Context: an optimization exercise on an open-source flow, tuned for small area and a short achievable clock period. The choices shown serve that exercise and are no tape-out recipe.
In this exercise RTL edits were held to simulation tests only and were not proved equivalent to the original.
Power figures rest on the tool's default switching activity, not on a simulated workload.

==> flow/design.v <==
package pwm_multi_pkg;
  localparam logic [1:0] REG_COUNT = 2'd0;
  localparam logic [1:0] REG_ON    = 2'd1;
  localparam logic [1:0] REG_OFF   = 2'd2;
  localparam logic [1:0] REG_CTRL  = 2'd3;
  localparam int CTRL_LEVEL      = 0;
  localparam int CTRL_RUNNING    = 1;
  localparam int CTRL_ONE_SHOT   = 2;
  localparam int CTRL_POS_IRQ_EN = 3;
  localparam int CTRL_NEG_IRQ_EN = 4;
  localparam int CTRL_POS_FLAG   = 5;
  localparam int CTRL_NEG_FLAG   = 6;
  localparam int CTRL_INVERT     = 7;
endpackage
module pwm_channel (
  input  logic        clk_i,
  input  logic        rst_i,
  input  logic [31:0] wd_i,        
  input  logic        wd_zero_i,   
  input  logic        cnt_wr_i,    
  input  logic        on_ld_i,     
  input  logic        off_ld_i,    
  input  logic        ctrl_wr_i,   
  output logic [31:0] cnt_o,
  output logic [31:0] on_o,
  output logic [31:0] off_o,
  output logic [7:0]  ctrl_o,
  output logic        out_o,
  output logic        irq_o        
);
  logic [31:0] cnt_q, on_q, off_q, offa_q;
  logic level_q, running_q, one_shot_q, pos_en_q, neg_en_q, pos_flag_q, neg_flag_q, invert_q;
  logic        zero;
  logic [31:0] zl;         
  logic        start, stop, act, load_on, load_off, dec, os_end;
  logic        s_on, s_off, s_cnt;
  logic [31:0] pz [6];
  always_comb begin
    pz[0] = ~cnt_q;
    for (int l = 0; l < 5; l++) begin
      for (int i = 0; i < 32; i++) begin
        if ((i >> l) & 1) pz[l+1][i] = pz[l][i] & pz[l][((i >> l) << l) - 1];
        else              pz[l+1][i] = pz[l][i];
      end
    end
  end
  assign zl   = {pz[5][30:0], 1'b1};
  logic z_q, on_z_q, off_z_q, offa_z_q, cnt_one;
  assign zero    = z_q;
  assign cnt_one = cnt_q[0] & ~|cnt_q[31:1];
  assign start    = ctrl_wr_i & wd_i[1] & ~running_q;
  assign stop     = ctrl_wr_i & ~wd_i[1] & running_q;
  assign act      = running_q & ~stop;
  assign load_on  = start | (act & zero & ~level_q);
  assign load_off = act & zero & level_q & ~one_shot_q;
  assign os_end   = act & zero & level_q & one_shot_q;
  assign dec      = act & ~zero;
  assign s_on  = ~cnt_wr_i & load_on;
  assign s_off = ~cnt_wr_i & load_off;
  assign s_cnt = ~cnt_wr_i & ~start;
  logic [31:0] cnt_d;
  assign cnt_d = ({32{cnt_wr_i}} & wd_i) | ({32{s_on}} & on_q) | ({32{s_off}} & offa_q) |
                 ({32{s_cnt}} & (cnt_q ^ ({32{dec}} & zl)));
  logic z_d;
  always_comb begin
    if (cnt_wr_i)   z_d = wd_zero_i;
    else if (s_on)  z_d = on_z_q;
    else if (s_off) z_d = offa_z_q;
    else if (dec)   z_d = cnt_one;
    else            z_d = z_q;
  end
  always_ff @(posedge clk_i) begin
    cnt_q <= cnt_d;
    z_q   <= z_d;
    if (on_ld_i)  on_z_q  <= wd_zero_i;
    if (off_ld_i) off_z_q <= wd_zero_i;
    if (!level_q) offa_z_q <= off_z_q;
    if (on_ld_i)  on_q  <= wd_i;
    if (off_ld_i) off_q <= wd_i;
    if (!level_q) offa_q <= off_q;
  end
  logic level_d, running_d, one_shot_d, pos_en_d, neg_en_d, pos_flag_d, neg_flag_d, invert_d;
  logic out_q;
  always_comb begin
    level_d    = load_on | (level_q & ~(stop | load_off | os_end));
    running_d  = ctrl_wr_i ? wd_i[1] : running_q;
    one_shot_d = ctrl_wr_i ? wd_i[2] : one_shot_q;
    pos_en_d   = ctrl_wr_i ? wd_i[3] : pos_en_q;
    neg_en_d   = ctrl_wr_i ? wd_i[4] : neg_en_q;
    invert_d   = ctrl_wr_i ? wd_i[7] : invert_q;
    pos_flag_d = load_on | (pos_flag_q & ~(ctrl_wr_i & wd_i[5]));
    neg_flag_d = load_off | os_end | (neg_flag_q & ~(ctrl_wr_i & wd_i[6]));
    if (os_end) running_d = 1'b0;
    if (rst_i) begin
      level_d    = 1'b0;
      running_d  = 1'b0;
      one_shot_d = 1'b0;
      pos_en_d   = 1'b0;
      neg_en_d   = 1'b0;
      pos_flag_d = 1'b0;
      neg_flag_d = 1'b0;
      invert_d   = 1'b0;
    end
  end
  always_ff @(posedge clk_i) begin
    level_q    <= level_d;
    running_q  <= running_d;
    one_shot_q <= one_shot_d;
    pos_en_q   <= pos_en_d;
    neg_en_q   <= neg_en_d;
    pos_flag_q <= pos_flag_d;
    neg_flag_q <= neg_flag_d;
    invert_q   <= invert_d;
    out_q      <= level_d ^ invert_d;
  end
  assign cnt_o  = cnt_q;
  assign on_o   = on_q;
  assign off_o  = off_q;
  assign ctrl_o = {invert_q, neg_flag_q, pos_flag_q, neg_en_q, pos_en_q, one_shot_q, running_q, level_q};
  assign out_o  = out_q;
  assign irq_o  = (pos_flag_d & pos_en_d) | (neg_flag_d & neg_en_d);   
endmodule
module pwm_multi
#(
  parameter int NUM_CHANNELS  = 8,
  parameter int COUNTER_WIDTH = 32,
  localparam int ADDR_W       = $clog2(NUM_CHANNELS) + 2
) (
  input  logic                    csi_clk,
  input  logic                    rsi_reset,
  input  logic [ADDR_W-1:0]       avs_s0_address,
  input  logic                    avs_s0_read,
  input  logic                    avs_s0_write,
  input  logic [31:0]             avs_s0_writedata,
  output logic [31:0]             avs_s0_readdata,
  output logic                    ins_irq_n,
  output logic [NUM_CHANNELS-1:0] coe_conduit_output
);
  localparam int NCH = 8;
  logic [31:0] wd;
  logic [NCH-1:0] ch_sel;
  logic [3:0]     reg_sel;
  logic [NCH-1:0] irq_vec;
  logic [31:0]    cnt [NCH];
  logic [31:0]    on  [NCH];
  logic [31:0]    off [NCH];
  logic [7:0]     ctrl[NCH];
  logic [31:0]    readdata_q;
  logic wd_zero;
  assign wd      = avs_s0_writedata & {32{~rsi_reset}};
  assign wd_zero = rsi_reset | ~|avs_s0_writedata;   
  always_comb begin
    for (int i = 0; i < NCH; i++) ch_sel[i] = (avs_s0_address[4:2] == 3'(i));
    for (int r = 0; r < 4; r++)   reg_sel[r] = (avs_s0_address[1:0] == 2'(r));
  end
  generate
    for (genvar g = 0; g < NCH; g++) begin : g_ch
      logic we;
      assign we = avs_s0_write & ch_sel[g];
      pwm_channel u_ch (
        .clk_i     (csi_clk),
        .rst_i     (rsi_reset),
        .wd_i      (wd),
        .wd_zero_i (wd_zero),
        .cnt_wr_i  (rsi_reset | (we & reg_sel[0])),
        .on_ld_i   (rsi_reset | (we & reg_sel[1])),
        .off_ld_i  (rsi_reset | (we & reg_sel[2])),
        .ctrl_wr_i (we & reg_sel[3]),
        .cnt_o     (cnt[g]),
        .on_o      (on[g]),
        .off_o     (off[g]),
        .ctrl_o    (ctrl[g]),
        .out_o     (coe_conduit_output[g]),
        .irq_o     (irq_vec[g])
      );
    end
  endgenerate
  logic        rd_en, hold;
  logic [31:0] rd_d;
  assign rd_en = avs_s0_read & ~rsi_reset;
  assign hold  = ~avs_s0_read & ~rsi_reset;
  always_comb begin
    rd_d = readdata_q & {32{hold}};
    for (int i = 0; i < NCH; i++) begin
      rd_d = rd_d | (cnt[i]          & {32{rd_en & ch_sel[i] & reg_sel[0]}});
      rd_d = rd_d | (on[i]           & {32{rd_en & ch_sel[i] & reg_sel[1]}});
      rd_d = rd_d | (off[i]          & {32{rd_en & ch_sel[i] & reg_sel[2]}});
      rd_d = rd_d | ({24'd0, ctrl[i]} & {32{rd_en & ch_sel[i] & reg_sel[3]}});
    end
  end
  always_ff @(posedge csi_clk) readdata_q <= rd_d;
  assign avs_s0_readdata = readdata_q;
  logic irq_n_q;
  always_ff @(posedge csi_clk) irq_n_q <= ~|irq_vec;
  assign ins_irq_n       = irq_n_q;
endmodule
==> flow/flow/run.sh <==
#!/bin/bash
# Own flow: the standard layout (standard.sh, standard synthesis) with one change: the
# port buffers that ORFS's global placement inserts on every input and output are plain
# sky130_fd_sc_hd__buf_4 cells instead of the delay cell buffer_ports picks by default.
set -euo pipefail
W=$(pwd)
bash "$W/standard.sh" "BUFFER_PORTS_ARGS=-buffer_cell sky130_fd_sc_hd__buf_4" finish > "$W/flow_make.log" 2>&1
test -f "$W/out/final.def"
==> flow/standard.sh <==
#!/bin/bash
# synth_recipe.tcl (not shown) runs the flow's synth.tcl, then flattens the netlist and writes it again
# the make line also repeats each setting of config.mk as NAME=value (left out here)
make -C /OpenROAD-flow-scripts/flow DESIGN_CONFIG=/design/flow/config.mk WORK_HOME=/design/flow/orfs CLKGATE_MAP_FILE= SYNTH_SCRIPT=/design/flow/synth_recipe.tcl "${@:-finish}"
==> flow/config.mk <==
export PLATFORM = sky130hd
export DESIGN_NAME = pwm_multi
export DESIGN_NICKNAME = pwm_multi
export VERILOG_FILES = /design/flow/design.v
export SDC_FILE = /design/flow/constraint.sdc
export NUM_CORES = 4
export LEC_CHECK = 0
export CAP_MARGIN = 20
export CORE_MARGIN = 2
export CORE_UTILIZATION = 55
export CTS_CLUSTER_DIAMETER = 100
export CTS_CLUSTER_SIZE = 25
export PLACE_DENSITY = 0.7
export SETUP_SLACK_MARGIN = 2.3
export SLEW_MARGIN = 20
==> flow/constraint.sdc <==
create_clock -name core_clock -period 5.0 [get_ports {csi_clk}]
set_input_delay 1.0000 -clock core_clock [delete_from_list [all_inputs] [get_ports {csi_clk}]]
set_output_delay 1.0000 -clock core_clock [all_outputs]
set_load 0.01 [all_outputs]
==> metrics.cfg, run 1 <==
[clock_network]
hold_buffers = 0
cts_made_buffers = 52
clock_sinks = 1161
cts_tree = done
clock_path_buffers = 3
cts.clk_slew.worst_paths_ns = 0.10
clkLatencyLatePin_ns = 0.70
htree_levels = 2
cts-root-buf = clkbuf_16

[route]
drt-initial-drc-count = 9427
antenna_left = 0
wl_per_cell_um = 42.1
drt_wl_total_mm = 219
vias_per_cell = 7.96
dr_total_vias = 41514
firstDrtPassIters = 12
drc = 0

[placed_design]
dpl-instance-area_um2 = 51700
place_congestion = 1.03
place_hpwl_mm = 139
numPortBuffers = 81
dp_worst_setup_slack_ns = 0.962
place_inst = 4994

[timing]
worst_pin_slew_ns = 1.20
fin_skew_ns = 0.0276
drv_slew = 0
period_minus_slack_ns = 2.93
setup_viol = 0
setup_ws_ns = 2.07
grt_setup_unrepaired = yes
final.period_utilization_pct = 58.5
fmax_ghz = 0.342
hold_slack_ns = 0.429
finalSetupTns_ns = 0
final-hold-violation-count = 0
slew_headroom_pct = 19.9

[die]
die_w_um = 301
die_h_um = 301
placementRows = 108
ios = 82
die_area_um2 = 90500
placeableCoreArea_um2 = 87000
start_util_pct = 55.7

[global_routing]
antenna_found_initial = 14
grt.total_usage_pct = 46.7
grt.overflow.total = 0
grt_pass1_vias = 37892
grt_max_degree = 36
grt_pass1_wl_mm = 293

[yosys]
yosys_warnings = 7
synth_area_um2 = 48500
synth.ff_latch_count = 1161
synth.yosys.seq_area_share_pct = 64.5
syn_area_per_cell_um2 = 12.5
async_flop_share_pct = 0
synthTopCellsByArea = edfxtp_1 50%, dfxtp_1 15%, a22oi_1 4.9%, a222oi_1 3.7%, xnor2_1 2.7%
synth_ff_type = edfxtp_1
synth_top_area_share_pct = 49.6
synth_common_cells = 800 x edfxtp_1, 361 x dfxtp_1, 314 x a22oi_1
netlist_instances = 3878
synthDistinctLibCells = 80
synth_area_leader_cell = edfxtp_1
synth_edf_count = 800
synth.most_common_cell = edfxtp_1

[final_layout]
fill_cells = 6671
multi_input_area_um2 = 17300
fin_nets = 4050
seqCellArea_um2 = 31300
syn_to_final_growth_pct = 14.0
fin_area_um2 = 55200
final_core_util_pct = 63.5
drive_gt1_share_pct = 16.5
finalNonFillerCells = 5214

[power]
p_leak_nw = 18.7
p_total_mw = 18.1
ir_drop_v = 0.000343
powerDensity_nw_per_um2 = 328

[critical_path]
worstSetupPathType = input pin to flop
critPathArrivalTime_ns = 3.46
start_kind = input pin
critPathMaxFanout = 11
crit_required_ns = 5.53
cp-end-kind = flop

[run_status]
status = timing/DRC/antenna clean

[worst_hold_path]
min_path_type = flop to flop

[run]
drv_cap = 0

[state kept, by name (all words and copies together), names as in the netlist, 32 cells and up]
| register | flops |
|---|---|
| g_ch.u_ch.cnt_q | 256 |
| g_ch.u_ch.off_q | 256 |
| g_ch.u_ch.offa_q | 256 |
| g_ch.u_ch.on_q | 256 |
| readdata_q | 32 |
[area by class of cell]
type	instances	share of cell area, %
Sequential cell	1161	56.6
Timing Repair inverter	3	0.0340
Antenna cell	17	0.0770
Tap cell	1155	2.62
Timing Repair Buffer	350	5.93
Clock inverter	4	0.116
Multi-Input combinational cell	2362	31.4
Inverter	71	0.566
Clock buffer	91	2.66
[per-layer routing]
layer | part of all wire [%] | wire length (um) | global-route usage (%)
met5 | 0.22 | 487 | 1.85
met4 | 9.4 | 20500 | 32.8
met3 | 18 | 39100 | 19.7
met2 | 40 | 88400 | 64.9
met1 | 32 | 71000 | 58.5
[layout by cell type (no fill, tap or decap), types with 12 or more instances in the layout]
cell / instances
nor3_2: 18
or3_1: 48
inv_1: 59
clkbuf_1: 38
nor2_1: 198
edfxtp_1: 800
buf_4: 286
o21ai_0: 161
a222oi_1: 179
buf_12: 38
nor3_4: 17
a221oi_1: 110
xor2_1: 71
o221ai_1: 14
nand3_1: 81
o211ai_1: 18
a21oi_1: 61
diode_2: 17
nor3_1: 76
and3_1: 17
a22o_1: 60
nand4_1: 63
nor2b_1: 16
dfxtp_1: 350
a22oi_1: 313
or4_1: 23
and3_4: 15
xnor2_1: 147
o21ai_1: 96
buf_6: 18
clkbuf_16: 55
nor4_4: 12
nor4_1: 48
o22ai_1: 12
o31ai_4: 18
a221o_1: 13
nand2_1: 172
or3_4: 13
[what timing repair did]
action,in CTS,in global routing
resized for setup,105,113
buffers inserted,42,57
cloned,4,5
pin swaps,27,36
setup endpoints to repair,400,233
hold endpoints to repair,0,0
[worst max-delay path: stages]
cell and delay [ns]:
buf_4 0.15, nand2_2 0.12, buf_6 0.21, or3_4 0.44
nand2_4 0.12, nor3_4 0.07, buf_12 0.18, buf_4 0.17
a222oi_1 0.84, o21ai_1 0.14
[cells by family after synthesis]
logic type | count (synthesis) | synth area share (%)
buffers and inverters | 359 | 2.90
muxes | 11 | 0.240
DFF | 1161 | 64.5
and+or+nand+nor | 962 | 10.3
xor gates and xnor gates | 218 | 3.94
adders and majority gates | 8 | 0.207
AOI/OAI and AO/OA | 1159 | 17.9
[power breakdown]
group	switching (mW)	internal [mW]
clock network	3.11	2.08
logic	1.07	0.422
registers	0.458	11.0
[path summary, 6_finish.rpt]
path                                     endpoint                      startpoint  slack, ns  cells past startpoint
setup / recovery   g_ch[3].u_ch.cnt_q[17]$_DFF_P_                    avs_s0_write       2.07                     10
hold / removal    g_ch[5].u_ch.offa_z_q$_DFFE_PN_  g_ch[5].u_ch.off_z_q$_DFFE_PP_       0.43                      0
setup reg to reg       g_ch[6].u_ch.z_q$_DFFE_PP_  g_ch[6].u_ch.cnt_q[15]$_DFF_P_       2.12                      6
hold reg to reg   g_ch[5].u_ch.offa_z_q$_DFFE_PN_  g_ch[5].u_ch.off_z_q$_DFFE_PP_       0.43                      0
==> inputs of run 2 (changes only) <==
--- a/flow/config.mk
+++ b/flow/config.mk
@@ -9,6 +9,5 @@
 export CORE_MARGIN = 2
-export CORE_UTILIZATION = 55
+export CORE_UTILIZATION = 45
 export CTS_CLUSTER_DIAMETER = 100
 export CTS_CLUSTER_SIZE = 25
-export PLACE_DENSITY = 0.7
 export SETUP_SLACK_MARGIN = 2.3
==> run 2 against run 1 <==
Flip-flop and latch count is the same. Sequential share of layout area barely moved. Global-route usage shrank 5.7 points. Die area grew 22%. Maximum frequency decreased by 1.5%. First-iteration DRC count shrank 15%. Wire length is 5.9% higher. Clock power grew 5.0%.
==> metrics.cfg, run 2 <==
[run_status]
status = timing/DRC/antenna clean

[final_layout]
drive_gt1_share_pct = 16.2  ; -0.33 points
layout_commonest_cell = edfxtp_1
multi_input_area_um2 = 17200  ; -0.81%
fill_cells = 9299  ; +39%
layout_common_cells = 800 x edfxtp_1, 352 x dfxtp_1, 314 x a22oi_1
fin_nets = 4035  ; -0.37%
syn_to_final_growth_pct = 14.0  ; about the same
fin_area_um2 = 55300  ; about the same
seqCellArea_um2 = 31300  ; unchanged

[timing]
finalSetupTns_ns = 0  ; unchanged
fmax_ghz = 0.337  ; -1.5%
final.period_utilization_pct = 59.4  ; +0.88 points
fin_skew_ns = 0.0383  ; +0.0107 ns
final-hold-violation-count = 0  ; unchanged
setup_viol = 0  ; unchanged
grt_setup_unrepaired = yes
drv_slew = 0  ; unchanged
period_minus_slack_ns = 2.97  ; +0.0442 ns
worst_pin_slew_ns = 1.27  ; +0.0724 ns
slew_headroom_pct = 15.1  ; -4.8 points

[yosys]
synth_edf_count = 800  ; unchanged
synthDistinctLibCells = 80  ; unchanged
netlist_instances = 3878  ; unchanged
synth.most_common_cell = edfxtp_1
synth_area_um2 = 48500  ; unchanged
synth_area_leader_cell = edfxtp_1
synth_ff_type = edfxtp_1
synth.ff_latch_count = 1161  ; unchanged
syn_area_per_cell_um2 = 12.5  ; unchanged
synthTopCellsByArea = edfxtp_1 50%, dfxtp_1 15%, a22oi_1 4.9%, a222oi_1 3.7%, xnor2_1 2.7%
yosys_warnings = 7  ; unchanged
synth_top_area_share_pct = 49.6  ; unchanged
async_flop_share_pct = 0  ; unchanged
synth.yosys.seq_area_share_pct = 64.5  ; unchanged
synth_common_cells = 800 x edfxtp_1, 361 x dfxtp_1, 314 x a22oi_1

[clock_network]
cts_made_buffers = 54  ; +3.8%
clock_sinks = 1161  ; unchanged
cts_tree = done
cts-root-buf = clkbuf_16
clkLatencyLatePin_ns = 0.74  ; +0.04 ns
htree_levels = 2  ; unchanged
cts.clk_slew.worst_paths_ns = 0.10  ; about the same
clock_path_buffers = 3  ; unchanged

[global_routing]
grt_pass1_vias = 37861  ; -0.082%
grt_max_degree = 59  ; +64%
grt_pass1_wl_mm = 313  ; +6.9%
grt.overflow.total = 0  ; unchanged
antenna_found_initial = 13  ; -1
grt.total_usage_pct = 40.9  ; -5.7 points

[route]
vias_per_cell = 7.46  ; -6.3%
wl_per_cell_um = 42.7  ; +1.4%
dr_total_vias = 40619  ; -2.2%
drt-initial-drc-count = 8042  ; -15%
antenna_left = 0  ; unchanged
firstDrtPassIters = 10  ; -2
drt_wl_total_mm = 232  ; +5.9%
drc = 0  ; unchanged

[critical_path]
crit_required_ns = 5.56  ; +0.03 ns
worstRegToRegCells = 6  ; unchanged
cp-end-kind = flop
crit_path_start = avs_s0_address[4]
critPathMaxFanout = 18  ; +7
start_kind = input pin
r2r_start = g_ch[6].u_ch.cnt_q[14]$_DFF_P_
worstSetupPathType = input pin to flop
endpoint = g_ch[6].u_ch.cnt_q[4]$_DFF_P_
critPathArrivalTime_ns = 3.53  ; +0.07 ns
reg2reg_slack_ns = 2.11  ; about the same
timing.rr.end = g_ch[6].u_ch.z_q$_DFFE_PP_

[power]
clock_power_share_pct = 29.6  ; +1.0 points
p_int_mw = 13.6  ; +0.45%
power.switching_mw = 4.84  ; +4.4%
combPwrFrac_pct = 8.2  ; about the same
ir_drop_v = 0.000276  ; -20%
p_sw_share_pct = 26.3  ; +0.74 points
p_leak_nw = 18.6  ; -0.73%
pwr-share-seq_pct = 62.2  ; -0.9 points
powerDensity_nw_per_um2 = 333  ; +1.4%

[die]
start_util_pct = 45.3  ; -10 points
ios = 82  ; unchanged
die_w_um = 332  ; +10%
die_area_um2 = 110000  ; +22%
placeableCoreArea_um2 = 107000  ; +23%
die_h_um = 332  ; +10%
placementRows = 120  ; +11%

[run]
drv_cap = 0  ; unchanged

[placed_design]
numPortBuffers = 81  ; unchanged
place_hpwl_mm = 151  ; +8.8%
place_congestion = 1.03  ; -0.60%
dpl-instance-area_um2 = 52100  ; +0.91%

[worst_hold_path]
holdCritStartpoint = g_ch[1].u_ch.off_z_q$_DFFE_PP_
min_path_type = flop to flop

run 2: logic make-up after synthesis:
family          synth area share, %
flops                          64.5
compound gates                 17.9
simple gates                   10.3
buf+inv                        2.90
xor+xnor                       3.94
mux                           0.240
fa+ha+maj                     0.207
run 2: metal layers:
metal | share of wire, % | track usage, % | up-vias
met4 | 7.8 | 26.2 | 6
met1 | 35 | 53.1 | 20108
met5 | 0.073 | 0.955 | -
li1 | - | - | 15712
met2 | 42 | 58.8 | 3890
met3 | 16 | 13.4 | 903
run 2: power by group through the flow:
stage | sequential (mW) | combinational, mW | clock [mW]
after floorplan | 11.4 | 0.613 | 0
after global placement | 11.6 | 1.26 | 0
after detailed placement | 11.6 | 1.28 | 0
after CTS | 11.4 | 1.38 | 5.41
after global routing | 11.5 | 1.50 | 5.71
final | 11.4 | 1.50 | 5.45
run 2: metrics by stage:
step / worst slack (ns) / utilization (%) / power, mW / hold slack [ns] / instances
finish: 2.03 / 51.7 / 18.4 / 0.433 / 5444
global route: 2.04 / 51.7 / 18.7 / 0.445 / 5440
CTS: 2.11 / 51.1 / 18.2 / 0.431 / 5406
detailed placement: 0.894 / 48.8 / 12.9 / 0.407 / 5257
global placement: 0.918 / 48.7 / 12.9 / 0.403 / 5254
floorplan: 2.12 / - / 12.0 / 0.400 / 3878
run 2: worst max-delay path: stages:
cell and delay, ns:
buf_4 0.20, nor2b_4 0.39, nand2_2 0.21, nor2_2 0.20
nor4bb_4 0.07, buf_4 0.27, a222oi_1 0.99, o21ai_1 0.15
run 2: layout make-up:
class / count / area share [%]
diodes: 10 / 0.0453
clock buffers: 92 / 2.78
clock inverters: 9 / 0.208
inverters: 71 / 0.534
multi-input cells: 2358 / 31.1
flip-flops and latches: 1161 / 56.6
well taps: 1403 / 3.18
repair buffers: 337 / 5.50
repair inverters: 3 / 0.0272
run 2: how the worst min path moves through the flow:
stage                                                  to  slack (ns)  cells after the start
after floorplan           g_ch[0].u_ch.offa_z_q$_DFFE_PN_        0.40                      0
after global placement    g_ch[5].u_ch.offa_z_q$_DFFE_PN_        0.40                      0
after detailed placement  g_ch[1].u_ch.offa_z_q$_DFFE_PN_        0.41                      0
after CTS                 g_ch[1].u_ch.offa_z_q$_DFFE_PN_        0.43                      0
after global routing      g_ch[1].u_ch.offa_z_q$_DFFE_PN_        0.44                      0
final                     g_ch[1].u_ch.offa_z_q$_DFFE_PN_        0.43                      0
run 2: timing repair:
item,4_1_cts,5_1_grt
gates cloned,2,1
hold buffers,0,0
setup buffers,46,27
setup endpoints to repair,399,155
pin swaps,28,20
resized for setup,106,73
==> inputs of run 3 (changes only) <==
--- a/flow/design.v
+++ b/flow/design.v
@@ -150,3 +150,3 @@
   assign wd      = avs_s0_writedata & {32{~rsi_reset}};
-  assign wd_zero = rsi_reset | ~|avs_s0_writedata;   
+  assign wd_zero = ~|wd;
   always_comb begin
--- a/flow/config.mk
+++ b/flow/config.mk
@@ -9,6 +9,6 @@
 export CORE_MARGIN = 2
-export CORE_UTILIZATION = 45
+export CORE_UTILIZATION = 50
 export CTS_CLUSTER_DIAMETER = 100
 export CTS_CLUSTER_SIZE = 25
-export SETUP_SLACK_MARGIN = 2.3
+export SETUP_SLACK_MARGIN = 2.4
 export SLEW_MARGIN = 20
==> run 3 against run 2 <==
Still clean on timing, DRC and antenna. Combinational power up 11%. Clock skew up 0.014 ns. Cell count up 0.88%. Synthesized cell count up 1.4%. Via count up 6.5%. Die area down 9.5%. Maximum frequency up 8.1%. Worst hold slack worse by 0.011 ns. Flip-flop and latch count unchanged. Sequential power about the same. Critical path type is now flop to flop. Largest cell class unchanged. Largest power group unchanged. Highest routed layer unchanged.
==> metrics.cfg, run 3 <==
[placed_design]
numPortBuffers = 81  ; unchanged
dpl-instance-area_um2 = 53100  ; +1.9%
place_hpwl_mm = 162  ; +7.5%
place_inst = 5200  ; -1.1%
place_congestion = 1.04  ; +1.2%

[die]
placeableCoreArea_um2 = 96600  ; -9.7%
placementRows = 114  ; -5.0%
ios = 82  ; unchanged
die_h_um = 316  ; -4.9%
die_w_um = 316  ; -4.9%
start_util_pct = 50.4  ; +5.1 points
die_area_um2 = 99900  ; -9.5%

[yosys]
netlist_instances = 3931  ; +1.4%
synth.yosys.seq_area_share_pct = 64.2  ; -0.29 points
synth_common_cells = 800 x edfxtp_1, 365 x a22oi_1, 361 x dfxtp_1
synth_area_um2 = 48700  ; +0.45%
syn_area_per_cell_um2 = 12.4  ; -0.90%
synth_ff_type = edfxtp_1
synthTopCellsByArea = edfxtp_1 49%, dfxtp_1 15%, a22oi_1 5.6%, a221oi_1 2.8%, xnor2_1 2.7%
synth_area_leader_cell = edfxtp_1
synth_edf_count = 800  ; unchanged
synth_top_area_share_pct = 49.3  ; -0.22 points
yosys_warnings = 7  ; unchanged
synth.ff_latch_count = 1161  ; unchanged
synth.most_common_cell = edfxtp_1
async_flop_share_pct = 0  ; unchanged
synthDistinctLibCells = 77  ; -3.8%

[critical_path]
critPathMaxFanout = 3  ; -15
worstRegToRegCells = 5  ; -1
reg2reg_slack_ns = 2.25  ; +0.14 ns
critPathArrivalTime_ns = 3.38  ; -0.15 ns
cp-end-kind = flop
start_kind = flop
crit_path_start = g_ch[2].u_ch.cnt_q[25]$_DFF_P_
timing.rr.end = g_ch[2].u_ch.z_q$_DFFE_PP_
crit_required_ns = 5.63  ; +0.07 ns
worstSetupPathType = flop to flop
r2r_start = g_ch[2].u_ch.cnt_q[25]$_DFF_P_

[timing]
period_minus_slack_ns = 2.75  ; -0.222 ns
fmax_ghz = 0.364  ; +8.1%
final-hold-violation-count = 0  ; unchanged
final.period_utilization_pct = 55.0  ; -4.4 points
finalSetupTns_ns = 0  ; unchanged
drv_slew = 0  ; unchanged
setup_viol = 0  ; unchanged
fin_skew_ns = 0.0527  ; +0.0143 ns
slew_headroom_pct = 17.1  ; +2.0 points
grt_setup_unrepaired = yes
worst_pin_slew_ns = 1.24  ; -0.0334 ns

[route]
drc = 0  ; unchanged
dr_total_vias = 43254  ; +6.5%
vias_per_cell = 7.88  ; +5.6%
drt-initial-drc-count = 9137  ; +14%
firstDrtPassIters = 12  ; +2
drt_wl_total_mm = 253  ; +9.0%
wl_per_cell_um = 46.1  ; +8.1%
antenna_left = 0  ; unchanged

[clock_network]
cts.clk_slew.worst_paths_ns = 0.12  ; +0.02 ns
clkLatencyLatePin_ns = 0.77  ; +0.03 ns
htree_levels = 2  ; unchanged
cts_tree = done
cts_made_buffers = 52  ; -3.7%
clock_sinks = 1161  ; unchanged
cts-root-buf = clkbuf_16
clock_path_buffers = 3  ; unchanged

[worst_hold_path]
min_to = g_ch[4].u_ch.offa_z_q$_DFFE_PN_
holdCritStartpoint = g_ch[4].u_ch.off_z_q$_DFFE_PP_
min_path_type = flop to flop
whs_path_depth = 0  ; unchanged

[global_routing]
grt.total_usage_pct = 49.6  ; +8.6 points
antenna_found_initial = 26  ; +13
grt_max_degree = 44  ; -25%
grt_pass1_wl_mm = 336  ; +7.2%
grt.overflow.total = 0  ; unchanged
grt_pass1_vias = 39849  ; +5.3%

[final_layout]
final_core_util_pct = 59.4  ; +7.7 points
layout_commonest_cell = edfxtp_1
layout_common_cells = 800 x edfxtp_1, 383 x buf_4, 344 x dfxtp_1
drive_gt1_share_pct = 21.4  ; +5.2 points
finalNonFillerCells = 5492  ; +0.88%
fin_nets = 4206  ; +4.2%
syn_to_final_growth_pct = 17.9
fin_area_um2 = 57400  ; +3.8%

[power]
ir_drop_v = 0.000289  ; +4.5%
p_leak_nw = 19.6  ; +5.3%
p_total_mw = 18.4  ; +0.21%
powerDensity_nw_per_um2 = 321  ; -3.5%

[run]
drv_cap = 0  ; unchanged

[run_status]
status = timing/DRC/antenna clean

[run 3: cell type report]
type                       count  area [um2]
inverter                      69         297
multi-input combinational   2415       18400
timing repair buffer         458        4210
clock inverter                 3        37.5
tap                         1276        1600
clock buffer                  92        1470
antenna                       18        45.0
fill                        7705       39200
sequential                  1161       31300
[run 3: worst max-delay path by stage]
stage | end | slack [ns] | cells after the start
global placement | g_ch[0].u_ch.cnt_q[16]$_DFF_P_ | 0.66 | 8
floorplan | readdata_q[5]$_DFF_P_ | 2.21 | 8
global route | g_ch[2].u_ch.z_q$_DFFE_PP_ | 2.27 | 5
CTS | g_ch[1].u_ch.z_q$_DFFE_PP_ | 2.19 | 6
finish | g_ch[2].u_ch.z_q$_DFFE_PP_ | 2.25 | 5
detailed placement | g_ch[4].u_ch.cnt_q[4]$_DFF_P_ | 0.86 | 8
[run 3: per-layer routing]
layer / up-vias / GRT usage, % / wire length, um
li1: 16082 / - / -
met1: 21253 / 63.6 / 84800
met2: 4642 / 68.1 / 101000
met3: 1263 / 20.4 / 44000
met4: 14 / 34.2 / 22900
met5: - / 0 / 282
[run 3: per-stage QoR]
| stage | hold slack, ns | setup WS [ns] |
|---|---|---|
| floorplan | 0.400 | 2.21 |
| global placement | 0.406 | 0.662 |
| detailed placement | 0.411 | 0.856 |
| CTS | 0.428 | 2.19 |
| global route | 0.426 | 2.27 |
| finish | 0.422 | 2.25 |
[run 3: repair_timing]
item                                    in CTS  in global routing
pin swaps                                   55                 30
gates cloned                                 6                  6
endpoints found under the setup margin     612                166
gates resized for setup                    143                 83
buffers inserted                           113                 54
hold buffers                                 0                  0
[run 3: kinds of logic (layout without fill, tap and decap cells)]
logic type / count (synthesis) / after routing / synth area share, %
DFF: 1161 / 1161 / 64.2
other: 0 / 18 / 0
adders and majority gates: 8 / 8 / 0.206
AOI/OAI and AO/OA: 1163 / 1163 / 17.7
and+or+nand+nor: 1013 / 1018 / 10.8
xor gates and xnor gates: 213 / 213 / 3.83
muxes: 13 / 13 / 0.288
buffers and inverters: 360 / 622 / 2.93
[run 3: critical path, stage by stage (launching register included)]
cell and delay [ns]:
dfxtp_2 0.35, or4_4 0.59, or4_4 0.48, or4_4 0.53, or4_4 0.54, a21oi_2 0.16
[run 3: report_power, final]
| group | total, mW | switching [mW] | internal, mW |
|---|---|---|---|
| clock network | 5.27 | 3.23 | 2.03 |
| registers | 11.5 | 0.509 | 11.0 |
| logic | 1.67 | 1.20 | 0.470 |
| total | 18.4 | 4.95 | 13.5 |
==> inputs of run 4 (changes only) <==
==> flow/flow/run.sh (replaced) <==
#!/bin/bash
# Own flow: the standard layout (standard.sh), with one change: ABC maps the combinational
# logic with a delay-targeted script (flow/abc_speed.script) instead of ORFS's default one.
# Synthesis is otherwise the standard one (same Yosys passes, same registers and names).
set -euo pipefail
W=$(pwd)
# A copy of ORFS's scripts with only abc_speed.script replaced.
rm -rf "$W/scripts_abc"
cp -r "$FLOW_HOME/scripts" "$W/scripts_abc"
cp "$W/flow/abc_speed.script" "$W/scripts_abc/abc_speed.script"
bash "$W/standard.sh" SCRIPTS_DIR="$W/scripts_abc" finish > "$W/flow_make.log" 2>&1
test -f "$W/out/final.def"
==> flow/flow/abc_speed.script (new file) <==
strash
dch
map -D 1200
topo
buffer -p
upsize -D 1200
dnsize -D 1200
--- a/flow/config.mk
+++ b/flow/config.mk
@@ -9,6 +9,6 @@
 export CORE_MARGIN = 2
-export CORE_UTILIZATION = 50
-export CTS_CLUSTER_DIAMETER = 100
-export CTS_CLUSTER_SIZE = 25
-export SETUP_SLACK_MARGIN = 2.4
+export CORE_UTILIZATION = 45
+export CTS_CLUSTER_DIAMETER = 60
+export CTS_CLUSTER_SIZE = 20
+export SETUP_SLACK_MARGIN = 2.5
 export SLEW_MARGIN = 20
==> run 4 against run 3 <==
Critical path type is now input pin to flop. Critical path depth up 6. Non-clock buffer count up 41. Still clean on timing, DRC and antenna. Critical endpoint is now readdata_q[8]$_DFF_P_. Register-to-register slack better by 0.25 ns. Wire length down 6.6%. Clock power up 71%.
==> metrics.cfg, run 4 <==
[run_status]
status = timing/DRC/antenna clean

[route]
dr_total_vias = 44579  ; +3.1%
antenna_left = 0  ; unchanged
firstDrtPassIters = 7  ; -5
drt_wl_total_mm = 237  ; -6.6%
drc = 0  ; unchanged
drt-initial-drc-count = 7857  ; -14%
vias_per_cell = 6.72  ; -15%
wl_per_cell_um = 35.7  ; -23%

[critical_path]
cpMostUsedCell = buf_12
critical-path-top-delay-family = simple AND/OR/NAND/NOR gates
cp-end-kind = flop
worstSetupPathType = input pin to flop
slowest_stage = nand4_1
crit_chain = buf_12 -> buf_4 -> nor3_4 -> buf_12 -> nand2_8 -> nor2_4 -> buf_12 -> a221oi_4 -> nand4_1 -> nor3_2 -> nand3_1
start_kind = input pin
slowest_delay_ns = 0.68  ; +0.09 ns
crit_required_ns = 5.58  ; -0.05 ns
critPathArrivalTime_ns = 3.36  ; -0.02 ns
crit_buf_inv = 4  ; +4
critPathMaxFanout = 6  ; +3

[timing]
slew_headroom_pct = 15.3  ; -1.9 points
fmax_ghz = 0.360  ; -1.1%
final.period_utilization_pct = 55.6  ; +0.64 points
final-hold-violation-count = 0  ; unchanged
setup_viol = 0  ; unchanged
worst_pin_slew_ns = 1.26  ; +0.0230 ns
period_minus_slack_ns = 2.78  ; +0.0318 ns
fin_skew_ns = 0.0342  ; -0.0184 ns
setup_ws_ns = 2.22  ; -0.0318 ns
grt_setup_unrepaired = yes
drv_slew = 0  ; unchanged

[final_layout]
layout_common_cells = 800 x edfxtp_1, 427 x nand2_1, 421 x inv_1
drive_gt1_share_pct = 21.3  ; -0.069 points
syn_to_final_growth_pct = 25.2
layout_commonest_cell = edfxtp_1
fin_nets = 5081  ; +21%
finalNonFillerCells = 6633  ; +21%
final_core_util_pct = 56.6  ; -2.8 points

[clock_network]
clock_path_buffers = 3  ; unchanged
cts.clk_slew.worst_paths_ns = 0.07  ; -0.05 ns
cts_tree = done
cts-root-buf = clkbuf_16
htree_levels = 3  ; +1
cts_made_buffers = 107  ; +110%
clock_sinks = 1161  ; unchanged
clkLatencyLatePin_ns = 0.72  ; -0.05 ns
hold_buffers = 0  ; unchanged

[yosys]
synth_edf_count = 800  ; unchanged
synthTopCellsByArea = edfxtp_1 48%, dfxtp_1 14%, a22oi_1 6.3%, nand2_1 3.5%, inv_1 3.4%
synth.ff_latch_count = 1161  ; unchanged
synth_area_um2 = 49900  ; +2.5%
synth.most_common_cell = edfxtp_1
synth_top_area_share_pct = 48.1  ; -1.2 points
netlist_instances = 4625  ; +18%
synth.yosys.seq_area_share_pct = 62.6  ; -1.6 points
synthDistinctLibCells = 60  ; -22%
syn_area_per_cell_um2 = 10.8  ; -13%
synth_ff_type = edfxtp_1
async_flop_share_pct = 0  ; unchanged
synth_common_cells = 800 x edfxtp_1, 463 x nand2_1, 454 x inv_1
synth_area_leader_cell = edfxtp_1
yosys_warnings = 7  ; unchanged

[power]
p_int_mw = 16.4  ; +22%
p_leak_nw = 22.7  ; +16%
ir_drop_v = 0.000260  ; -10%
combPwrFrac_pct = 8.6  ; -0.5 points
p_sw_share_pct = 27.6  ; +0.76 points
power.switching_mw = 6.26  ; +26%
clock_power_share_pct = 39.8  ; +11 points
powerDensity_nw_per_um2 = 363  ; +13%
pwr-share-seq_pct = 51.6  ; -11 points

[global_routing]
grt_pass1_vias = 39764  ; -0.21%
antenna_found_initial = 18  ; -31%
grt_max_degree = 36  ; -18%
grt_pass1_wl_mm = 318  ; -5.2%
grt.total_usage_pct = 40.5  ; -9.1 points
grt.overflow.total = 0  ; unchanged

[worst_hold_path]
min_path_type = flop to flop

[die]
die_area_um2 = 114000  ; +14%
ios = 82  ; unchanged
placeableCoreArea_um2 = 110000  ; +14%
die_h_um = 337  ; +6.6%
placementRows = 122  ; +7.0%
die_w_um = 337  ; +6.6%
start_util_pct = 45.2  ; -5.2 points

[placed_design]
place_inst = 6221  ; +20%
dp_worst_setup_slack_ns = -0.391  ; -1.25 ns
place_congestion = 1.09  ; +4.3%
numPortBuffers = 81  ; unchanged
place_hpwl_mm = 164  ; +1.3%

[run]
drv_cap = 0  ; unchanged

[run 4: changes by cell type in the layout (fill, tap and decap cells not counted), sizes merged, moves of 50 or more]
| cell | before | now |
|---|---|---|
| inv | 67 | 487 |
| nand2 | 136 | 467 |
| nand3 | 87 | 259 |
| nor2 | 276 | 409 |
| xnor2 | 149 | 17 |
| o211ai | 4 | 115 |
| a222oi | 79 | 0 |
| nor4 | 61 | 123 |
| or3 | 57 | 0 |
| a22oi | 365 | 420 |
| nand4 | 74 | 125 |
| o221ai | 72 | 22 |
[run 4: per-layer routing]
layer / share of wire [%] / GRT usage (%)
met4: 6.1 / 19.6
met1: 38 / 57.7
met5: 0.20 / 0
met2: 39 / 53.7
met3: 17 / 15.0
[run 4: kinds of logic (layout without fill, tap and decap cells)]
group	Yosys count	count (layout)	synth area share [%]
flops	1161	1161	62.6
fa+ha+maj	8	8	0.201
xor+xnor	75	75	1.32
compound gates	1166	1166	16.3
other cells	0	20	0
buf+inv	696	1196	5.43
simple gates	1519	1519	14.1
[run 4: path summary, 6_finish.rpt]
check,depth (start not counted),end,slack (ns),startpoint
setup / recovery,11,readdata_q[8]$_DFF_P_,2.22,avs_s0_address[3]
hold / removal,0,g_ch[1].u_ch.offa_z_q$_DFFE_PN_,0.42,g_ch[1].u_ch.off_z_q$_DFFE_PP_
setup reg to reg,7,readdata_q[0]$_DFF_P_,2.50,g_ch[1].u_ch.level_q$_DFF_P_
hold reg to reg,0,g_ch[1].u_ch.offa_z_q$_DFFE_PN_,0.42,g_ch[1].u_ch.off_z_q$_DFFE_PP_
[run 4: layout make-up]
class                           count  area, um2
Inverter                          488       2100
Multi-Input combinational cell   2768      18500
Tap cell                         1488       1860
Antenna cell                       20       50.0
Clock inverter                     70        900
Clock buffer                      132       2960
Fill cell                        9362      47900
Timing Repair Buffer              499       4680
Timing Repair inverter              7       48.8
Sequential cell                  1161      31300
[run 4: timing repair]
item	4_1_cts	5_1_grt
pin swaps	64	90
cloned	10	4
setup buffers	88	88
endpoints found under the setup margin	952	213
gates resized for setup	415	227
[run 4: per-stage QoR]
stage	TNS, ns	area (um2)	hold WS [ns]	power, mW
3_3_place_gp	-0.382	54400	0.401	13.5
6_report	0	62400	0.423	22.7
3_5_place_dp	-0.553	54400	0.410	13.5
2_1_floorplan	0	50800	0.400	12.4
4_1_cts	0	60500	0.422	22.4
5_1_grt	0	62400	0.433	23.1
[run 4: power groups by stage]
| stage | clock network (mW) | registers, mW | logic, mW |
|---|---|---|---|
| floorplan | 0 | 11.5 | 0.890 |
| global placement | 0 | 11.8 | 1.63 |
| detailed placement | 0 | 11.8 | 1.64 |
| CTS | 9.04 | 11.6 | 1.76 |
| global route | 9.38 | 11.7 | 2.01 |
| finish | 9.03 | 11.7 | 1.95 |
==> inputs of run 5 (changes only) <==
--- a/flow/config.mk
+++ b/flow/config.mk
@@ -9,6 +9,6 @@
 export CORE_MARGIN = 2
-export CORE_UTILIZATION = 45
-export CTS_CLUSTER_DIAMETER = 60
-export CTS_CLUSTER_SIZE = 20
-export SETUP_SLACK_MARGIN = 2.5
+export CORE_UTILIZATION = 50
+export CTS_CLUSTER_DIAMETER = 100
+export CTS_CLUSTER_SIZE = 25
+export SETUP_SLACK_MARGIN = 2.3
 export SLEW_MARGIN = 20
==> run 5 against run 4 <==
Still clean on timing, DRC and antenna. Core utilization up 2.3 points. Register-to-register slack worse by 0.10 ns. Sequential share of layout area up 3.8 points. Via count down 2.8%. Clock skew up 0.0017 ns. Maximum frequency down 1.3%. Clock power down 41%. Global-route usage up 3.9 points. Count of clock-buffer cells in the layout down 41. Power down 17%. Sequential power about the same. Critical endpoint is now g_ch[3].u_ch.z_q$_DFFE_PP_. Largest cell class unchanged.
==> metrics.cfg, run 5 <==
[run_status]
status = timing/DRC/antenna clean

[worst_hold_path]
holdCritStartpoint = g_ch[5].u_ch.off_z_q$_DFFE_PP_
min_path_type = flop to flop

[critical_path]
start_kind = input pin
worstSetupPathType = input pin to flop
r2r_start = g_ch[2].u_ch.cnt_q[2]$_DFF_P_
critPathMaxFanout = 41  ; +35
cp-end-kind = flop
critPathArrivalTime_ns = 3.34  ; -0.02 ns
crit_path_start = rsi_reset
crit_required_ns = 5.52  ; -0.06 ns

[route]
dr_total_vias = 43332  ; -2.8%
antenna_left = 0  ; unchanged
wl_per_cell_um = 37.4  ; +4.7%
firstDrtPassIters = 7  ; unchanged
vias_per_cell = 6.94  ; +3.3%
drt-initial-drc-count = 8420  ; +7.2%
drt_wl_total_mm = 233  ; -1.5%
drc = 0  ; unchanged

[yosys]
synth_common_cells = 800 x edfxtp_1, 463 x nand2_1, 454 x inv_1
synthDistinctLibCells = 60  ; unchanged
synth_top_area_share_pct = 48.1  ; unchanged
synth_area_um2 = 49900  ; unchanged
yosys_warnings = 7  ; unchanged
async_flop_share_pct = 0  ; unchanged
synth_area_leader_cell = edfxtp_1
synth_ff_type = edfxtp_1
syn_area_per_cell_um2 = 10.8  ; unchanged
synth.yosys.seq_area_share_pct = 62.6  ; unchanged
synth.most_common_cell = edfxtp_1
synth_edf_count = 800  ; unchanged
netlist_instances = 4625  ; unchanged
synthTopCellsByArea = edfxtp_1 48%, dfxtp_1 14%, a22oi_1 6.3%, nand2_1 3.5%, inv_1 3.4%
synth.ff_latch_count = 1161  ; unchanged

[die]
die_w_um = 320  ; -5.1%
ios = 82  ; unchanged
placeableCoreArea_um2 = 98700  ; -11%
start_util_pct = 50.5  ; +5.3 points
placementRows = 115  ; -5.7%
die_area_um2 = 102000  ; -9.9%
die_h_um = 320  ; -5.1%

[final_layout]
fill_cells = 8341  ; -11%
drive_gt1_share_pct = 15.8  ; -5.6 points
layout_common_cells = 800 x edfxtp_1, 439 x nand2_1, 433 x inv_1
layout_commonest_cell = edfxtp_1
syn_to_final_growth_pct = 16.5
fin_nets = 4957  ; -2.4%

[timing]
final.period_utilization_pct = 56.3  ; +0.73 points
worst_pin_slew_ns = 1.19  ; -0.0733 ns
drv_slew = 0  ; unchanged
fin_skew_ns = 0.0359  ; +0.00171 ns
grt_setup_unrepaired = yes
finalSetupTns_ns = 0  ; unchanged
setup_ws_ns = 2.18  ; -0.0366 ns
fmax_ghz = 0.355  ; -1.3%
period_minus_slack_ns = 2.82  ; +0.0366 ns
final-hold-violation-count = 0  ; unchanged
setup_viol = 0  ; unchanged
slew_headroom_pct = 20.6  ; +5.3 points

[clock_network]
hold_buffers = 0  ; unchanged
clkLatencyLatePin_ns = 0.73  ; about the same
htree_levels = 2  ; -1
cts_tree = done
cts-root-buf = clkbuf_16
cts_made_buffers = 53  ; -50%
clock_path_buffers = 3  ; unchanged
clock_sinks = 1161  ; unchanged
cts.clk_slew.worst_paths_ns = 0.11  ; +0.04 ns

[placed_design]
numPortBuffers = 81  ; unchanged
place_hpwl_mm = 165  ; +0.59%
place_congestion = 1.09  ; +0.59%
dp_worst_setup_slack_ns = -0.306  ; +0.0850 ns

[global_routing]
grt_pass1_wl_mm = 316  ; -0.86%
grt_pass1_vias = 38634  ; -2.8%
grt.total_usage_pct = 44.4  ; +3.9 points
grt_max_degree = 83  ; +130%
antenna_found_initial = 18  ; unchanged
grt.overflow.total = 0  ; unchanged

[power]
powerDensity_nw_per_um2 = 326  ; -10%
p_leak_nw = 21.0  ; -7.7%
p_total_mw = 18.9  ; -17%
ir_drop_v = 0.000381  ; +47%

[run]
drv_cap = 0  ; unchanged

==> run 5: cell types whose count changed in the layout (fill, tap and decap cells not counted), sizes merged, moves of 2 or more <==
cell / before / now
buf: 420 / 352
clkinv: 44 / 16
nor2: 409 / 412
bufinv: 10 / 3
clkbuf: 135 / 93
bufbuf: 4 / 2
dlygate4sd2: 43 / 14
diode: 20 / 4
clkinvlp: 24 / 13
clkdlybuf4s50: 28 / 54
dlymetal6s2s: 1 / 5
inv: 487 / 465
==> run 5: what timing repair did <==
action                                  4_1_cts  5_1_grt
setup buffers                                45       63
gates cloned                                  7        3
pin swaps                                    29       41
resized for setup                           327      148
endpoints found under the setup margin      583      212
==> run 5: cell type report <==
class,count,area [um2],share of cell area (%)
Sequential cell,1161,31300,53.9
Multi-Input combinational cell,2772,17700,30.5
Timing Repair Buffer,429,3850,6.62
Inverter,488,1950,3.36
Tap cell,1287,1610,2.77
Clock buffer,91,1510,2.60
Clock inverter,6,83.8,0.144
Timing Repair inverter,3,21.3,0.0366
Antenna cell,4,10.0,0.0172
==> run 5: final timing paths <==
kind                                           to  slack, ns  cells past startpoint
hold / removal    g_ch[5].u_ch.offa_z_q$_DFFE_PN_       0.43                      0
hold reg to reg   g_ch[5].u_ch.offa_z_q$_DFFE_PN_       0.43                      0
setup reg to reg   g_ch[2].u_ch.cnt_q[23]$_DFF_P_       2.40                     11
setup / recovery       g_ch[3].u_ch.z_q$_DFFE_PP_       2.18                     11
==> run 5: cell families after synthesis <==
family	share of synthesized area, %
AND/OR/NAND/NOR	14.1
AO/OA/AOI/OAI	16.3
flip-flops	62.6
buffers and inverters	5.43
XOR/XNOR	1.32
adder cells (fa/ha/maj)	0.201
==> run 5: worst max-delay path: stages <==
cell and delay [ns]:
buf_4 0.15, inv_4 0.09, buf_16 0.23, nand2_1 0.11, buf_4 0.41, nand4_1 0.14
nor4_1 0.21, nand3_1 0.15, bufinv_8 0.38, o22ai_1 0.12, a31oi_1 0.27
==> run 5: metrics by stage <==
stage | util (%) | instance area (um2) | instances | hold WS [ns]
6_report | 58.9 | 58100 | 6241 | 0.429
3_5_place_dp | 54.4 | 53700 | 6021 | 0.407
4_1_cts | 57.6 | 56900 | 6170 | 0.429
5_1_grt | 58.9 | 58100 | 6237 | 0.437
3_3_place_gp | 54.4 | 53700 | 6021 | 0.403
2_1_floorplan | - | 50200 | 4625 | 0.400
==> run 5: where the power goes <==
part / internal (mW) / switching, mW / total (mW)
combinational: 0.495 / 1.35 / 1.85
clock: 2.15 / 3.22 / 5.37
sequential: 11.1 / 0.641 / 11.7
==> run 5: routing by layer <==
layer	track usage [%]	vias up	share of wire (%)	wire length, um
met5	0	-	0.066	153
met1	64.5	21284	39	90600
met3	16.9	543	17	39600
met4	23.6	22	6.4	14900
met2	56.4	3636	38	87900
li1	-	17847	-	-
==> inputs of run 6 (changes only) <==
--- a/flow/design.v
+++ b/flow/design.v
@@ -49,3 +49,3 @@
   assign zero    = z_q;
-  assign cnt_one = cnt_q[0] & ~|cnt_q[31:1];
+  pwm_is_one u_one (.a_i(cnt_q), .y_o(cnt_one));
   assign start    = ctrl_wr_i & wd_i[1] & ~running_q;
@@ -122,2 +122,8 @@
 endmodule
+module pwm_is_one (
+  input  logic [31:0] a_i,
+  output logic        y_o
+);
+  assign y_o = a_i[0] & ~|a_i[31:1];
+endmodule
 module pwm_multi
@@ -140,4 +146,2 @@
   logic [31:0] wd;
-  logic [NCH-1:0] ch_sel;
-  logic [3:0]     reg_sel;
   logic [NCH-1:0] irq_vec;
@@ -150,11 +154,20 @@
   assign wd      = avs_s0_writedata & {32{~rsi_reset}};
-  assign wd_zero = ~|wd;
-  always_comb begin
-    for (int i = 0; i < NCH; i++) ch_sel[i] = (avs_s0_address[4:2] == 3'(i));
-    for (int r = 0; r < 4; r++)   reg_sel[r] = (avs_s0_address[1:0] == 2'(r));
-  end
+  assign wd_zero = rsi_reset | ~|avs_s0_writedata;   
+  logic [NCH-1:0] cnt_wr, on_ld, off_ld, ctrl_wr;
+  logic [31:0]    rsel;      
+  logic           hold;
+  pwm_decode u_dec (
+    .rst_i   (rsi_reset),
+    .addr_i  (avs_s0_address),
+    .rd_i    (avs_s0_read),
+    .wr_i    (avs_s0_write),
+    .cnt_wr_o(cnt_wr),
+    .on_ld_o (on_ld),
+    .off_ld_o(off_ld),
+    .ctrl_wr_o(ctrl_wr),
+    .rsel_o  (rsel),
+    .hold_o  (hold)
+  );
   generate
     for (genvar g = 0; g < NCH; g++) begin : g_ch
-      logic we;
-      assign we = avs_s0_write & ch_sel[g];
       pwm_channel u_ch (
@@ -164,6 +177,6 @@
         .wd_zero_i (wd_zero),
-        .cnt_wr_i  (rsi_reset | (we & reg_sel[0])),
-        .on_ld_i   (rsi_reset | (we & reg_sel[1])),
-        .off_ld_i  (rsi_reset | (we & reg_sel[2])),
-        .ctrl_wr_i (we & reg_sel[3]),
+        .cnt_wr_i  (cnt_wr[g]),
+        .on_ld_i   (on_ld[g]),
+        .off_ld_i  (off_ld[g]),
+        .ctrl_wr_i (ctrl_wr[g]),
         .cnt_o     (cnt[g]),
@@ -177,15 +190,14 @@
   endgenerate
-  logic        rd_en, hold;
   logic [31:0] rd_d;
-  assign rd_en = avs_s0_read & ~rsi_reset;
-  assign hold  = ~avs_s0_read & ~rsi_reset;
-  always_comb begin
-    rd_d = readdata_q & {32{hold}};
+  logic [32*33-1:0] rd_src;
+  always_comb begin
     for (int i = 0; i < NCH; i++) begin
-      rd_d = rd_d | (cnt[i]          & {32{rd_en & ch_sel[i] & reg_sel[0]}});
-      rd_d = rd_d | (on[i]           & {32{rd_en & ch_sel[i] & reg_sel[1]}});
-      rd_d = rd_d | (off[i]          & {32{rd_en & ch_sel[i] & reg_sel[2]}});
-      rd_d = rd_d | ({24'd0, ctrl[i]} & {32{rd_en & ch_sel[i] & reg_sel[3]}});
-    end
-  end
+      rd_src[32*(4*i+0) +: 32] = cnt[i];
+      rd_src[32*(4*i+1) +: 32] = on[i];
+      rd_src[32*(4*i+2) +: 32] = off[i];
+      rd_src[32*(4*i+3) +: 32] = {24'd0, ctrl[i]};
+    end
+    rd_src[32*32 +: 32] = readdata_q;
+  end
+  pwm_rdmux u_rdmux (.src_i(rd_src), .sel_i({hold, rsel}), .y_o(rd_d));
   always_ff @(posedge csi_clk) readdata_q <= rd_d;
@@ -196 +208,34 @@
 endmodule
+module pwm_decode (
+  input  logic        rst_i,
+  input  logic [4:0]  addr_i,
+  input  logic        rd_i,
+  input  logic        wr_i,
+  output logic [7:0]  cnt_wr_o,    
+  output logic [7:0]  on_ld_o,     
+  output logic [7:0]  off_ld_o,    
+  output logic [7:0]  ctrl_wr_o,   
+  output logic [31:0] rsel_o,      
+  output logic        hold_o       
+);
+  always_comb begin
+    for (int i = 0; i < 8; i++) begin
+      cnt_wr_o[i]  = rst_i | (wr_i & (addr_i == 5'(4*i+0)));
+      on_ld_o[i]   = rst_i | (wr_i & (addr_i == 5'(4*i+1)));
+      off_ld_o[i]  = rst_i | (wr_i & (addr_i == 5'(4*i+2)));
+      ctrl_wr_o[i] = wr_i & (addr_i == 5'(4*i+3));
+    end
+    for (int k = 0; k < 32; k++) rsel_o[k] = rd_i & ~rst_i & (addr_i == 5'(k));
+    hold_o = ~rd_i & ~rst_i;
+  end
+endmodule
+module pwm_rdmux (
+  input  logic [32*33-1:0] src_i,
+  input  logic [32:0]      sel_i,
+  output logic [31:0]      y_o
+);
+  always_comb begin
+    y_o = '0;
+    for (int k = 0; k < 33; k++) y_o = y_o | (src_i[32*k +: 32] & {32{sel_i[k]}});
+  end
+endmodule
==> flow/run.sh (new file) <==
#!/bin/bash
# synth_recipe.tcl (not shown) runs the flow's synth.tcl, then flattens the netlist and writes it again
# the make line also repeats each setting of config.mk as NAME=value (left out here)
make -C /OpenROAD-flow-scripts/flow DESIGN_CONFIG=/design/flow/config.mk WORK_HOME=/design/flow/orfs CLKGATE_MAP_FILE= SYNTH_SCRIPT=/design/flow/synth_recipe.tcl finish
--- a/flow/config.mk
+++ b/flow/config.mk
@@ -14 +14,3 @@
 export SLEW_MARGIN = 20
+export SYNTH_HIERARCHICAL = 1
+export SYNTH_MINIMUM_KEEP_SIZE = 0
removed: flow/flow/run.sh
removed: flow/flow/abc_speed.script
removed: flow/standard.sh
==> run 6 against run 5 <==
Maximum frequency is 0.13% lower. Combinational power hardly changed. Clock skew is 0.0087 ns lower. Core utilization is 1.6 points lower. Highest routed layer unchanged.
==> metrics.cfg, run 6 <==
[run_status]
status = timing/DRC/antenna clean

[clock_network]
clock_path_buffers = 3  ; unchanged
htree_levels = 2  ; unchanged
cts-root-buf = clkbuf_16
clock_sinks = 1161  ; unchanged
cts.clk_slew.worst_paths_ns = 0.11  ; about the same
cts_tree = done
cts_made_buffers = 53  ; unchanged
clkLatencyLatePin_ns = 0.73  ; about the same

[global_routing]
antenna_found_initial = 17  ; -1
grt_max_degree = 68  ; -18%
grt.total_usage_pct = 42.5  ; -1.9 points
grt_pass1_vias = 38671  ; +0.096%
grt.overflow.total = 0  ; unchanged
grt_pass1_wl_mm = 317  ; +0.53%

[die]
start_util_pct = 50.2  ; -0.32 points
die_area_um2 = 108000  ; +5.6%
die_w_um = 329  ; +2.8%
ios = 82  ; unchanged
placementRows = 119  ; +3.5%
die_h_um = 329  ; +2.8%
placeableCoreArea_um2 = 105000  ; +6.3%

[route]
drc = 0  ; unchanged
drt_wl_total_mm = 236  ; +1.2%
drt-initial-drc-count = 7731  ; -8.2%
firstDrtPassIters = 8  ; +1
antenna_left = 0  ; unchanged
dr_total_vias = 42987  ; -0.80%
wl_per_cell_um = 39.3  ; +5.3%
vias_per_cell = 7.16  ; +3.2%

[timing]
final.period_utilization_pct = 56.4  ; +0.073 points
period_minus_slack_ns = 2.82  ; +0.00363 ns
final-hold-violation-count = 0  ; unchanged
drv_slew = 0  ; unchanged
slew_headroom_pct = 18.4  ; -2.2 points
finalSetupTns_ns = 0  ; unchanged
fin_skew_ns = 0.0273  ; -0.00866 ns
worst_pin_slew_ns = 1.22  ; +0.0338 ns
setup_viol = 0  ; unchanged
grt_setup_unrepaired = yes
fmax_ghz = 0.355  ; -0.13%
hold_slack_ns = 0.430  ; +0.000765 ns

[critical_path]
worstRegToRegCells = 6  ; -5
timing.rr.end = g_ch[5].u_ch.z_q$_DFFE_PP_
r2r_start = g_ch[5].u_ch.cnt_q[0]$_DFF_P_
worstSetupPathType = input pin to flop
crit_required_ns = 5.51  ; about the same
critPathMaxFanout = 14  ; -66%
start_kind = input pin
critPathArrivalTime_ns = 3.33  ; about the same
cp-end-kind = flop
reg2reg_slack_ns = 2.30  ; -0.10 ns

[final_layout]
syn_to_final_growth_pct = 14.1
layout_commonest_cell = edfxtp_1
fin_nets = 4610  ; -7.0%
layout_common_cells = 800 x edfxtp_1, 671 x a22oi_1, 335 x dfxtp_1
drive_gt1_share_pct = 18.2  ; +2.4 points
final_core_util_pct = 57.3  ; -1.6 points

[yosys]
synth_top_area_share_pct = 45.6  ; -2.6 points
synth_common_cells = 800 x edfxtp_1, 708 x a22oi_1, 361 x dfxtp_1
synthTopCellsByArea = edfxtp_1 46%, dfxtp_1 14%, a22oi_1 10%, o221ai_1 3.9%, xnor2_1 2.9%
synth.ff_latch_count = 1161  ; unchanged
async_flop_share_pct = 0  ; unchanged
synth.yosys.seq_area_share_pct = 59.3  ; -3.4 points
synth_ff_type = edfxtp_1
synth.most_common_cell = edfxtp_1
netlist_instances = 4287  ; -7.3%
synthDistinctLibCells = 58  ; -3.3%
yosys_warnings = 15  ; +8
synth_area_leader_cell = edfxtp_1
synth_edf_count = 800  ; unchanged
syn_area_per_cell_um2 = 12.3  ; +14%
synth_area_um2 = 52700  ; +5.7%

[worst_hold_path]
min_path_type = flop to flop
min_to = g_ch[7].u_ch.offa_z_q$_DFFE_PN_
whs_path_depth = 0  ; unchanged
holdCritStartpoint = g_ch[7].u_ch.off_z_q$_DFFE_PP_

[power]
p_leak_nw = 19.2  ; -8.4%
ir_drop_v = 0.000318  ; -17%
powerDensity_nw_per_um2 = 322  ; -0.95%

[run]
drv_cap = 0  ; unchanged

[placed_design]
place_congestion = 0.998  ; -8.5%
numPortBuffers = 81  ; unchanged
place_hpwl_mm = 169  ; +2.6%

-- run 6: changes by cell type in the layout (fill, tap and decap cells not counted), moves of 65 or more --
cell / change
buf_4: -65
nor4_2: +81
o221ai_1: +210
xnor2_1: +160
nor2_1: -131
o21ai_0: -188
nand2_1: -111
nand3_1: -194
inv_1: -409
conb_1: +192
a221oi_1: -80
a22oi_1: +262
o211ai_1: -115
-- run 6: how the worst max path moves through the flow --
stage | slack [ns] | cells past startpoint | end | from
after detailed placement | 0.53 | 11 | irq_n_q$_DFF_P_ | avs_s0_address[1]
final | 2.18 | 8 | readdata_q[0]$_DFF_P_ | avs_s0_address[1]
after CTS | 2.14 | 9 | irq_n_q$_DFF_P_ | avs_s0_writedata[4]
after floorplan | 1.84 | 8 | g_ch[0].u_ch.cnt_q[26]$_DFF_P_ | rsi_reset
after global routing | 2.28 | 11 | irq_n_q$_DFF_P_ | avs_s0_address[3]
after global placement | 0.56 | 11 | irq_n_q$_DFF_P_ | avs_s0_address[1]
-- run 6: per-module statistics from Yosys (local to each module, per instance) --
module       flip-flops and latches  times used  cell area (um2)  cells
pwm_rdmux                         0           1             5700    803
pwm_channel                     141           8             5570    400
pwm_multi                        33           1              967     83
pwm_decode                        0           1              726    113
pwm_is_one                        0           8             93.8     11
-- run 6: timing repair --
| action | 4_1_cts | 5_1_grt |
|---|---|---|
| setup endpoints to repair | 761 | 214 |
| pin swaps | 32 | 20 |
| cloned | 7 | 2 |
| hold buffers | 0 | 0 |
| buffers inserted | 71 | 30 |
| resized for setup | 196 | 89 |
-- run 6: power by group --
part | total (mW) | switching [mW] | leakage [nW] | internal [mW]
logic | 1.86 | 1.20 | 7.47 | 0.657
registers | 12.1 | 1.01 | 11.0 | 11.1
clock network | 5.41 | 3.25 | 0.760 | 2.15
total | 19.4 | 5.46 | 19.2 | 13.9
-- run 6: per-stage QoR --
step / cells / area (um2) / power [mW] / worst slack (ns)
3_5_place_dp: 5785 / 56400 / 13.9 / 0.530
4_1_cts: 5960 / 59400 / 19.2 / 2.14
2_1_floorplan: 4478 / 53700 / 12.8 / 1.84
3_3_place_gp: 5785 / 56300 / 13.9 / 0.565
6_report: 6001 / 60200 / 19.4 / 2.18
5_1_grt: 5994 / 60100 / 19.8 / 2.28
-- run 6: kinds of logic after synthesis --
family                   count (synthesis)  synth area share (%)
AND/OR/NAND/NOR                       1254                  14.3
AO/OA/AOI/OAI                         1209                  17.8
flip-flops                            1161                  59.3
buffers and inverters                  390                  3.75
XOR/XNOR                               192                  3.19
multiplexers                            72                  1.40
adder cells (fa/ha/maj)                  8                 0.190
other                                    1               0.00711
-- run 6: worst max-delay path, cell delays in order --
cell      delay, ns
clkbuf_4       0.20
buf_6          0.18
or4b_4         0.26
nor2_4         0.05
buf_12         0.15
buf_4          0.20
a222oi_1       0.96
nand2_1        0.30
-- run 6: per-layer routing --
| layer | global-route usage, % | routed length [um] | vias up | part of all wire (%) |
|---|---|---|---|---|
| met5 | 0 | 223 | - | 0.094 |
| met4 | 14.0 | 9760 | 12 | 4.1 |
| met3 | 16.6 | 38000 | 423 | 16 |
| met2 | 59.6 | 96500 | 3351 | 41 |
| met1 | 59.9 | 91500 | 21646 | 39 |
| li1 | - | - | 17555 | - |
-- run 6: area by class of cell --
cell class | instances | area (um2)
flip-flops and latches | 1161 | 31300
diodes | 7 | 17.5
clock buffers | 91 | 1510
well taps | 1391 | 1740
fillers | 8818 | 44800
repair buffers | 377 | 3590
clock inverters | 6 | 78.8
inverters | 32 | 120
multi-input cells | 2936 | 21800

==> what the ideal ports hide <==
The flow's constraints put no driver on any port. The routed layouts listed below were extracted and timed again, unchanged, in two steps. Step 1 assumes that a clkbuf_16 drives the clock port and a buf_2 every other input. Step 2 times the ports against the registers' clock, not the clock port: input delays grow and output delays shrink by t, the midpoint of the rising clock arrivals with the driver on. a / b / c = no drivers / after step 1 / after step 2; a / b = the first two.
run	t, ns	setup WS [ns]	worst register clock-pin slew, ns
run 1	0.760	2.074 / 2.086 / 1.327	0.11 / 0.11
run 2	0.795	2.030 / 2.029 / 1.234	0.12 / 0.12
run 3	0.817	2.251 / 2.142 / 1.325	0.12 / 0.12
run 4	0.784	2.220 / 2.122 / 1.339	0.08 / 0.08
run 5	0.783	2.183 / 2.221 / 1.438	0.12 / 0.12
run 6	0.788	2.179 / 2.081 / 1.293	0.12 / 0.12
After both steps setup and hold are still met in every run listed. For run 3, which loses most, drivers alone change the setup slack by -0.109 ns; drivers and shift together by -0.926 ns.
